Source: an optimization exercise on an open RTL-to-GDS flow (aim: small area, a short achievable clock period and few clock cycles). Production flows keep margins and buffers that such runs may drop. Only the layout flow was run in this run; the RTL was not checked for function there.

===== design/flow/run.sh =====
#!/bin/bash
# synth_recipe.tcl (not shown) runs the flow's synth.tcl, then flattens the netlist and writes it again
# the make line also repeats each setting of config.mk as NAME=value (left out here)
make -C /OpenROAD-flow-scripts/flow DESIGN_CONFIG=/design/flow/config.mk WORK_HOME=/design/flow/orfs CLKGATE_MAP_FILE= SYNTH_SCRIPT=/design/flow/synth_recipe.tcl finish

===== design/flow/config.mk =====
export PLATFORM = sky130hd
export DESIGN_NAME = trialign_top
export DESIGN_NICKNAME = trialign_top
export VERILOG_FILES = /design/flow/design.v
export SDC_FILE = /design/flow/constraint.sdc
export NUM_CORES = 4
export LEC_CHECK = 0
export CAP_MARGIN = 40
export CORE_MARGIN = 2
export CORE_UTILIZATION = 30
export PLACE_DENSITY = 0.4
export SLEW_MARGIN = 40

===== design/flow/constraint.sdc =====
create_clock -name core_clock -period 24.0 [get_ports {CLK}]
set_input_delay 4.8000 -clock core_clock [delete_from_list [all_inputs] [get_ports {CLK}]]
set_output_delay 4.8000 -clock core_clock [all_outputs]
set_load 0.01 [all_outputs]

===== design/flow/design.v =====
package trialign_pkg;
  localparam int LEN_A_MAX  = 64;
  localparam int LEN_BC_MAX = 8;
  localparam int SYM_BITS     = 4;
  localparam int SCORE_BITS   = 12;
  localparam int A_ADDR_BITS  = 6;
  localparam int BC_ADDR_BITS = 3;
  localparam int LEN_A_BITS   = 7;
  localparam int LEN_BC_BITS  = 4;
  localparam int E_BITS = 6;
  localparam int E_BASE = 6;
  localparam int NCOL   = LEN_BC_MAX + 1;
endpackage
`timescale 1ns/1ns
import trialign_pkg::*;
module seq_fetch (
  input  logic                                  CLK,
  input  logic                                  load0_i,
  input  logic                                  load_i,
  input  logic [trialign_pkg::BC_ADDR_BITS-1:0] idx_i,
  input  logic [trialign_pkg::SYM_BITS-1:0]     b_sym_i,
  input  logic [trialign_pkg::SYM_BITS-1:0]     c_sym_i,
  input  logic                                  swap_i,
  output logic [trialign_pkg::LEN_BC_MAX*trialign_pkg::SYM_BITS-1:0] col_o,
  output logic [trialign_pkg::LEN_BC_MAX*trialign_pkg::SYM_BITS-1:0] row_o
);
  logic [SYM_BITS-1:0] b_regs [LEN_BC_MAX];
  logic [SYM_BITS-1:0] c_regs [LEN_BC_MAX];
  always_ff @(posedge CLK) begin
    if (load0_i) begin
      b_regs[0] <= b_sym_i;
      c_regs[0] <= c_sym_i;
    end
    if (load_i) begin
      b_regs[idx_i] <= b_sym_i;
      c_regs[idx_i] <= c_sym_i;
    end
  end
  always_comb begin
    for (int n = 0; n < LEN_BC_MAX; n++) begin
      col_o[n*SYM_BITS +: SYM_BITS] = swap_i ? b_regs[n] : c_regs[n];
      row_o[n*SYM_BITS +: SYM_BITS] = swap_i ? c_regs[n] : b_regs[n];
    end
  end
endmodule
`timescale 1ns/1ns
import trialign_pkg::*;
module plane_store (
  input  logic                                  CLK,
  input  logic                                  fp_i,      
  input  logic                                  fr_i,      
  input  logic                                  ar_i,      
  input  logic [trialign_pkg::NCOL-1:1]         ac_i,      
  input  logic [trialign_pkg::NCOL-1:1]         rc_i,      
  input  logic [2:0]                            lm1_i,     
  input  logic                                  fp_nx_i,
  input  logic [2:0]                            lm1_nx_i,
  output logic [trialign_pkg::NCOL*trialign_pkg::E_BITS-1:0] out_o
);
  typedef logic [E_BITS-1:0] e_t;
  logic             fp  [NCOL];
  logic             fr  [NCOL];
  logic             ar  [NCOL];
  logic [NCOL-1:1]  ac  [NCOL];
  logic [NCOL-1:1]  rc  [NCOL];
  logic [2:0]       lm1 [NCOL];
  logic             fp_q  [1:NCOL-1];
  logic             fr_q  [1:NCOL-1];
  logic             ar_q  [1:NCOL-1];
  logic [NCOL-1:1]  ac_q  [1:NCOL-1];
  logic [NCOL-1:1]  rc_q  [1:NCOL-1];
  logic [2:0]       lm1_q [1:NCOL-1];
  e_t d   [NCOL][1:LEN_BC_MAX];    
  e_t rl  [NCOL];                  
  e_t rl1 [NCOL];
  e_t rl2 [NCOL];
  e_t e   [NCOL];
  e_t e0;
  e_t tap [NCOL];
  logic fp_nx [NCOL];
  logic [2:0] lm1_nx [NCOL];
  always_comb begin
    fp[0]  = fp_i;
    fr[0]  = fr_i;
    ar[0]  = ar_i;
    ac[0]  = ac_i;
    rc[0]  = rc_i;
    lm1[0] = lm1_i;
    fp_nx[0]  = fp_nx_i;
    lm1_nx[0] = lm1_nx_i;
    for (int k = 1; k < NCOL; k++) begin
      fp[k]  = fp_q[k];
      fr[k]  = fr_q[k];
      ar[k]  = ar_q[k];
      ac[k]  = ac_q[k];
      rc[k]  = rc_q[k];
      lm1[k] = lm1_q[k];
      fp_nx[k]  = fp[k-1];
      lm1_nx[k] = lm1[k-1];
    end
  end
  always_ff @(posedge CLK) begin
    for (int s = 1; s < NCOL; s++) begin
      fp_q[s]  <= fp[s-1];
      fr_q[s]  <= fr[s-1];
      ar_q[s]  <= ar[s-1];
      ac_q[s]  <= ac[s-1];
      rc_q[s]  <= rc[s-1];
      lm1_q[s] <= lm1[s-1];
    end
  end
  always_comb begin
    e_t p0, rw0, pp1;
    p0  = rl[0];
    rw0 = fr[0] ? e_t'(0) : d[0][1];
    pp1 = (fr[0] ? e_t'(0) : rl1[0]) + e_t'(1) + e_t'(ar[0]);
    if (fr[0]) e0 = e_t'(E_BASE);
    else begin
      e0 = (p0 > rw0) ? p0 : rw0;
      e0 = (pp1 > e0) ? pp1 : e0;
    end
  end
  assign e[0] = e0;
  for (genvar k = 1; k < NCOL; k++) begin : g_col
    cell_score u_cell (
      .npp_i   (fr[k] ? e_t'(0) : rl2[k-1]),
      .pp_i    (fr[k] ? e_t'(0) : rl1[k]),
      .np_i    (rl1[k-1]),
      .nrw_i   (fr[k] ? e_t'(0) : d[k-1][2]),
      .p_i     (rl[k]),
      .rw_i    (fr[k] ? e_t'(0) : d[k][1]),
      .nl_i    (d[k-1][1]),
      .eq_ar_i (ar[k]),
      .eq_ac_i (ac[k][k]),
      .eq_rc_i (rc[k][k]),
      .e_o     (e[k])
    );
  end
  always_comb begin
    for (int k = 0; k < NCOL; k++) begin
      case (lm1_nx[k])
        3'd0:    tap[k] = d[k][1];
        3'd1:    tap[k] = d[k][2];
        3'd2:    tap[k] = d[k][3];
        3'd3:    tap[k] = d[k][4];
        3'd4:    tap[k] = d[k][5];
        3'd5:    tap[k] = d[k][6];
        3'd6:    tap[k] = d[k][7];
        default: tap[k] = d[k][8];
      endcase
    end
  end
  always_ff @(posedge CLK) begin
    for (int k = 0; k < NCOL; k++) begin
      d[k][1] <= e[k];
      for (int m = 2; m <= LEN_BC_MAX; m++) d[k][m] <= d[k][m-1];
      rl[k]  <= fp_nx[k] ? e_t'(0) : tap[k];
      rl1[k] <= rl[k];
      rl2[k] <= rl1[k];
    end
  end
  always_comb begin
    for (int k = 0; k < NCOL; k++) out_o[k*E_BITS +: E_BITS] = d[k][1];
  end
endmodule
`timescale 1ns/1ns
import trialign_pkg::*;
module cell_score (
  input  logic [trialign_pkg::E_BITS-1:0] npp_i,   
  input  logic [trialign_pkg::E_BITS-1:0] pp_i,    
  input  logic [trialign_pkg::E_BITS-1:0] np_i,    
  input  logic [trialign_pkg::E_BITS-1:0] nrw_i,   
  input  logic [trialign_pkg::E_BITS-1:0] p_i,     
  input  logic [trialign_pkg::E_BITS-1:0] rw_i,    
  input  logic [trialign_pkg::E_BITS-1:0] nl_i,    
  input  logic                            eq_ar_i,
  input  logic                            eq_ac_i,
  input  logic                            eq_rc_i,
  output logic [trialign_pkg::E_BITS-1:0] e_o
);
  typedef logic [E_BITS-1:0] e_t;
  function automatic e_t emax(input e_t x, input e_t y);
    emax = (x > y) ? x : y;
  endfunction
  e_t c0, c1, c2, c3;
  assign c0 = npp_i + e_t'(3) + e_t'(eq_ar_i) + e_t'(eq_ac_i) + e_t'(eq_rc_i);
  assign c1 = pp_i + e_t'(1) + e_t'(eq_ar_i);
  assign c2 = np_i + e_t'(1) + e_t'(eq_ac_i);
  assign c3 = nrw_i + e_t'(1) + e_t'(eq_rc_i);
  assign e_o = emax(emax(emax(c0, c1), emax(c2, c3)), emax(emax(p_i, rw_i), nl_i));
endmodule
`timescale 1ns/1ns
import trialign_pkg::*;
module trialign_top (
  input  logic                                       CLK,
  input  logic                                       rst,
  input  logic                                       start_i,
  input  logic [trialign_pkg::LEN_A_BITS-1:0]         len_a_i,
  input  logic [trialign_pkg::LEN_BC_BITS-1:0]        len_b_i,
  input  logic [trialign_pkg::LEN_BC_BITS-1:0]        len_c_i,
  input  logic [trialign_pkg::SYM_BITS-1:0]           a_sym_i,
  input  logic [trialign_pkg::SYM_BITS-1:0]           b_sym_i,
  input  logic [trialign_pkg::SYM_BITS-1:0]           c_sym_i,
  input  logic                                       score_ready_i,
  output logic [trialign_pkg::A_ADDR_BITS-1:0]        a_addr_o,
  output logic [trialign_pkg::BC_ADDR_BITS-1:0]       b_addr_o,
  output logic [trialign_pkg::BC_ADDR_BITS-1:0]       c_addr_o,
  output logic                                       busy_o,
  output logic signed [trialign_pkg::SCORE_BITS-1:0]  score_o,
  output logic                                       score_valid_o
);
  localparam int W = NCOL * E_BITS;
  typedef logic [E_BITS-1:0] e_t;
  localparam logic [1:0] S_IDLE = 2'd0;
  localparam logic [1:0] S_LOAD = 2'd1;
  localparam logic [1:0] S_RUN  = 2'd2;
  localparam logic [1:0] S_HOLD = 2'd3;
  logic [1:0]             state;
  logic [2:0]             ld_cnt;
  logic [3:0]             hold_cnt;
  logic [LEN_A_BITS-1:0]  la_q;
  logic [LEN_BC_BITS-1:0] lb_q;
  logic [LEN_BC_BITS-1:0] lc_q;
  logic                   swap_q;
  logic [2:0]             lm1_q;       
  logic [LEN_BC_BITS-1:0] lcol_q;      
  logic [9:0]             k_q;         
  logic [LEN_A_BITS-1:0]  i_q;
  logic [LEN_BC_BITS-1:0] j_q;
  logic                   first_plane;
  logic                   first_row;
  logic [SYM_BITS-1:0]    a_nxt;
  logic [SYM_BITS-1:0]    a_cur;
  logic                   eq_ar_q;
  logic [NCOL-1:1]        eq_ac_q;
  logic [NCOL-1:1]        eq_rc_q;
  logic [9:1]             dn;          
  logic [LEN_BC_BITS-1:0] res_lcol;
  logic [9:0]             res_k;
  e_t                     res_e;
  logic                   pend;
  logic [LEN_BC_MAX*SYM_BITS-1:0] col_sym;
  logic [LEN_BC_MAX*SYM_BITS-1:0] row_sym;
  logic [W-1:0] out;
  logic         start_ok, loaded, row_end, job_end, issue, slot_free, cap, quiet;
  logic [SYM_BITS-1:0] rs_next;
  e_t           cap_e, fin;
  logic         fp_nx;
  assign start_ok  = start_i && !busy_o;
  assign loaded    = (lb_q <= {1'b0, ld_cnt} + 4'd1) && (lc_q <= {1'b0, ld_cnt} + 4'd1);
  assign row_end   = (j_q[2:0] == lm1_q + 3'd1) && (j_q != '0);
  assign job_end   = row_end && (i_q == la_q);
  assign issue     = (state == S_RUN) && job_end;
  assign slot_free = !score_valid_o || score_ready_i;
  assign quiet     = !score_valid_o && !pend;
  assign a_addr_o = i_q[A_ADDR_BITS-1:0];
  assign b_addr_o = ld_cnt;
  assign c_addr_o = ld_cnt;
  seq_fetch u_fetch (
    .CLK     (CLK),
    .load0_i (!busy_o),
    .load_i  (state == S_LOAD),
    .idx_i   (ld_cnt),
    .b_sym_i (b_sym_i),
    .c_sym_i (c_sym_i),
    .swap_i  (swap_q),
    .col_o   (col_sym),
    .row_o   (row_sym)
  );
  assign fp_nx = first_plane && !((state == S_RUN) && row_end);
  plane_store u_array (
    .CLK      (CLK),
    .fp_i     (first_plane),
    .fr_i     (first_row),
    .ar_i     (eq_ar_q),
    .ac_i     (eq_ac_q),
    .rc_i     (eq_rc_q),
    .lm1_i    (lm1_q),
    .fp_nx_i  (fp_nx),
    .lm1_nx_i (lm1_q),
    .out_o    (out)
  );
  assign rs_next = row_sym[j_q[2:0]*SYM_BITS +: SYM_BITS];
  always_ff @(posedge CLK) begin
    a_nxt <= a_sym_i;
    if (start_ok) begin
      la_q <= len_a_i;
      lb_q <= len_b_i;
      lc_q <= len_c_i;
    end
    if (state == S_LOAD) begin
      swap_q <= (lc_q < lb_q);
      lm1_q  <= (lc_q < lb_q) ? 3'(lc_q - 4'd1) : 3'(lb_q - 4'd1);
      lcol_q <= (lc_q < lb_q) ? lb_q : lc_q;
      k_q    <= 10'd18 + {1'b0, la_q, 2'b00} + {4'b0, lb_q, 2'b00} + {4'b0, lc_q, 2'b00};
    end
    eq_ar_q <= (a_cur == rs_next);
    for (int k = 1; k < NCOL; k++) begin
      eq_rc_q[k] <= (rs_next == col_sym[(k-1)*SYM_BITS +: SYM_BITS]);
    end
    if (start_ok) begin
      i_q         <= '0;
      j_q         <= '0;
      first_plane <= 1'b1;
      first_row   <= 1'b1;
    end else if (state == S_RUN) begin
      if (row_end) begin
        j_q         <= '0;
        first_row   <= 1'b1;
        i_q         <= i_q + 1'b1;
        first_plane <= 1'b0;
        a_cur       <= a_nxt;
        for (int k = 1; k < NCOL; k++) begin
          eq_ac_q[k] <= (a_nxt == col_sym[(k-1)*SYM_BITS +: SYM_BITS]);
        end
      end else begin
        j_q       <= j_q + 1'b1;
        first_row <= 1'b0;
      end
    end
    if (issue) begin
      res_lcol <= lcol_q;
      res_k    <= k_q;
    end
    if (cap) res_e <= cap_e;
    if ((cap || pend) && slot_free) begin
      score_o <= SCORE_BITS'(fin) + SCORE_BITS'({fin, 1'b0}) - SCORE_BITS'(res_k);
    end
  end
  assign cap   = dn[res_lcol + 4'd1];
  assign cap_e = out[res_lcol*E_BITS +: E_BITS];
  assign fin   = pend ? res_e : cap_e;
  always_ff @(posedge CLK or posedge rst) begin
    if (rst) begin
      state         <= S_IDLE;
      ld_cnt        <= '0;
      hold_cnt      <= '0;
      busy_o        <= 1'b0;
      score_valid_o <= 1'b0;
      pend          <= 1'b0;
      dn            <= '0;
    end else begin
      dn <= {dn[8:1], issue};
      if ((cap || pend) && slot_free) begin
        score_valid_o <= 1'b1;
        pend          <= 1'b0;
      end else begin
        if (score_ready_i) score_valid_o <= 1'b0;
        if (cap) pend <= 1'b1;
      end
      case (state)
        S_LOAD: begin
          if (loaded) begin
            state  <= S_RUN;
            ld_cnt <= '0;
          end else begin
            ld_cnt <= ld_cnt + 1'b1;
          end
        end
        S_RUN: begin
          if (job_end) begin
            if ((lcol_q <= 4'd4) && quiet) begin
              state  <= S_IDLE;
              busy_o <= 1'b0;
            end else begin
              state    <= S_HOLD;
              hold_cnt <= (lcol_q > 4'd4) ? lcol_q - 4'd4 : 4'd0;
            end
          end
        end
        S_HOLD: begin
          if (hold_cnt != '0) hold_cnt <= hold_cnt - 1'b1;
          if ((hold_cnt <= 4'd1) && quiet) begin
            state  <= S_IDLE;
            busy_o <= 1'b0;
          end
        end
        default: ;
      endcase
      if (start_ok) begin
        state  <= S_LOAD;
        busy_o <= 1'b1;
        ld_cnt <= 3'd1;
      end
    end
  end
endmodule

==> summary.txt <==
## Yosys cell counts, drive strengths merged (13+ instances only)
master   instances
a21oi          159
nand3           99
a21o            45
edfxtp         136
or3             17
o32a            14
a221oi          22
a211oi          26
ha             415
or2             13
o21a            25
nor4            16
dfxtp          730
o211ai          15
and3            13
mux2            75
dfrtp           21
nor2b          110
mux4            52
a222oi          27
o22ai           25
and4            15
nor3            63
o221ai          24
nand4           37
mux2i          276
nand3b          30
a2111oi         20
buf             38
nand2          193
clkbuf          98
a21boi          19
o21ai          128
xor2            64
a31oi           18
inv            414
nor2           247
xnor2          145
nand2b          90
fa              18
## kinds of logic after synthesis
logic type               Yosys count  synth area share [%]
buffers and inverters            554                  5.12
multiplexers                     403                  11.2
AO/OA/AOI/OAI                    645                  10.3
adder cells (fa/ha/maj)          433                  12.9
flip-flops                       887                  44.7
AND/OR/NAND/NOR                  973                  11.4
XOR/XNOR                         209                  4.27
## flip-flops by register name, summed over array words and instances (netlist names), 6 cells and up
signal,cells
u_fetch.c_regs,32
score_o,11
u_array.ar_q,8
la_q,7
u_array.d,432
res_e,6
u_array.fp_q,7
u_array.fr_q,8
u_array.lm1_q,21
eq_ac_q,8
dn,9
u_array.rl,54
res_k,8
u_array.rl2,48
u_fetch.b_regs,32
eq_rc_q,8
u_array.rl1,54
k_q,8
u_array.ac_q,36
u_array.rc_q,36
i_q,7
## worst register-to-register path, cell delays in order, from the launching register on
cell	delay [ns]
dfxtp_1	0.65
inv_1	0.34
nand2_1	0.13
ha_1	0.24
fa_1	0.42
nand2b_1	0.18
a211oi_1	0.27
mux2i_1	0.28
inv_1	0.07
ha_1	0.29
nand4_1	0.11
a21oi_1	0.13
o32a_1	0.36
mux2i_1	0.42
inv_1	0.09
ha_1	0.30
and4_1	0.23
a21oi_1	0.08
a32oi_2	0.61
mux2i_1	0.27
ha_1	0.26
and3_1	0.20
o21a_1	0.10
a2111oi_1	0.53
nor2_1	0.32
nand2_1	0.20
o221ai_1	0.15
## through the flow
| step | instance area [sq um] | std cells | hold slack, ns |
|---|---|---|---|
| after floorplan | 43000 | 4104 | 0.310 |
| after global placement | 45500 | 5938 | 0.310 |
| after detailed placement | 45600 | 5941 | 0.312 |
| after CTS | 49200 | 6132 | 0.313 |
| after global routing | 49200 | 6133 | 0.318 |
| final | 49200 | 6133 | 0.316 |
## cell type report
cell class / instances / area (sq um) / share of cell area, %
clock buffers: 136 / 2940 / 5.98
clock inverters: 55 / 599 / 1.22
inverters: 418 / 1570 / 3.19
multi-input cells: 2663 / 21700 / 44.1
flip-flops and latches: 887 / 19200 / 39.1
well taps: 1890 / 2360 / 4.81
repair buffers: 84 / 782 / 1.59
## worst paths after layout
path	slack, ns	depth (start not counted)	start	end
worst min register to register	0.32	0	eq_rc_q[8]	u_array.rc_q[1][8]
max in group asynchronous	19.04	2	rst	ld_cnt[2]
min in group asynchronous	4.61	2	rst	hold_cnt[1]
worst max-delay path	16.64	26	u_array.fr_q[8]	u_array.d[64][1]
worst max register to register	16.64	26	u_array.fr_q[8]	u_array.d[64][1]
worst min-delay path	0.32	0	eq_rc_q[8]	u_array.rc_q[1][8]
## metal layers
| metal | track usage (%) | up-vias | routed length, um |
|---|---|---|---|
| li1 | - | 14662 | - |
| met1 | 21.4 | 13792 | 55300 |
| met2 | 24.5 | 359 | 50800 |
| met3 | 2.27 | 141 | 3350 |
| met4 | 3.53 | 0 | 2230 |
| met5 | 0 | - | 0 |
==> summary.txt <==
* Final Core Density at a little over a third
* Worst Tran Pin Value at 0.813 ns
* Cts repair resizes at 0
* Top FF cell, synth: dfxtp_1
* Post-synthesis cell count at 4,104
* Netlist cell types at 86
* CTS Buffer Depth at 3
* CP delay by family, top: compound AO/OA/AOI/OAI gates
* Async SR Flop Fraction at 2.37%
* DR pass1 iterations at 8
* Clock root buffer: clkbuf_16
* # Post-CTS Setup Buffers at 0
* Vias in the first global route at 29,175
* Syn_area_per_cell at 10.5 sq um
* Post-synthesis sequential area ratio at between 40 and 50%
* Fmax achieved at 0.136 GHz
* Synthesized net count at 4,568
* Width of the die at 383 um
* Post-Route WL at between 100 and 150 mm
* Gr ovfl total at 0
* HP Class: reg -> reg
* Layout Nets at 4,620
* Routed Antenna Nets at 0
* CORE AREA at approximately 0.14 sq mm
* Detailed Route Iter0 Violations at 1,464
* Inserted Clock Buffers at slightly above 100
* Slew Limit Fails at 0
* Skew-Pair Late Insertion Delay at 0.69 ns
* Critical Path AT at 7.91 ns
* Final min period at roughly 7.4 ns
* Fin crit share at a little under a third
* DP HPWL at 83.9 mm
* Pin count of the biggest net entering global routing at 53
* Status: complete, no violations
* Synth top area cells: dfxtp_1, ha_1, edfxtp_1
* Commonest non-fill, non-tap cell in the layout: dfxtp_1
* Endpoints failing setup at 0
* Synth area leader: dfxtp_1
* DRC Markers at 0
* Clock Skew at 0.0282 ns
* Fillers at 14,307
* Maxcap violations at 0
* WP buf/inv at 3
* Setup tns final at 0 ns
* Initial Utilization at between 30% and 40%
* Rows at 138
* I/O pin count at between 50 and 60
* TritonCTS clock tree: built
* Synth Register Bits at 887
* Pre-CTS WS at 16.47 ns
* Die span in y at 383 um
* CP most frequent cell: ha_1
* Total global-route track usage at 15.2%
* Max FO, Critical Path at 15
* Sink Count at 887
* Critical path type: reg -> reg
* Antenna cells at 0
* Commonest cells after routing, fill and taps aside: dfxtp_1, ha_1, inv_1
* Yosys Warn Count at 44
* Unrepaired setup endpoints after global routing: false
* Area Overhead vs Synth at 14.5%
* CP peak stage delay at ~0.65 ns
* Synth Cell Area at 0.0430 sq mm
* First-pass GRT wire length at 174 mm
* Share of layout cells above drive strength 1 at a little under a tenth
* RePlAce Congestion at 0.817
* Vias per cell at about 4.7
* # port buffers at 56
* Critical path required time at 24.55 ns
* CTS Hold Buffers Added at 0
* Fin. Hold Viols at 0
* Share of the synthesized area in the top cell type at 34.0%
* Die Area at 0.146 sq mm
* Critical path capture point type: register
* H-tree depth at 3
* Initial antenna violation count at 10
* Routed len/inst at 18.2 um
* Via count at between 20,000 and 30,000
* Setup ws final at around 17 ns
* Slew headroom at 44.2%
* Reg clk slew, reported paths at 0.07 ns
* Slowest CP cell: dfxtp_1
* Post-synth EDFFs at 136
* CP Launch Type: register

## static timing again, ports no longer ideal
The results above use ideal ports. As a check the final layout listed here was re-extracted and re-timed, cells and wires unchanged. Step 1 sets driving cells, clkbuf_16 on the clock port and buf_2 on the other inputs (assumed; they add their load-dependent delay and slew). Step 2 adds t to the input delays and takes it off the output delays; t is the mean of the earliest and latest rising clock arrival at the registers after step 1. Input paths then give back, and output paths get back, about the clock's delay inside the block. Three values: no drivers, after step 1, after step 2; two values: the first two.
t, ns: 0.751
setup slack, ns: 16.644 / 16.644 / 16.644
clock arrival spread, ns: 0.033 / 0.034
cell pins on the clock port's net: 1
After both steps this run still meets setup and hold. For this run, drivers alone change the setup slack by 0.000 ns; drivers and shift together by 0.000 ns.
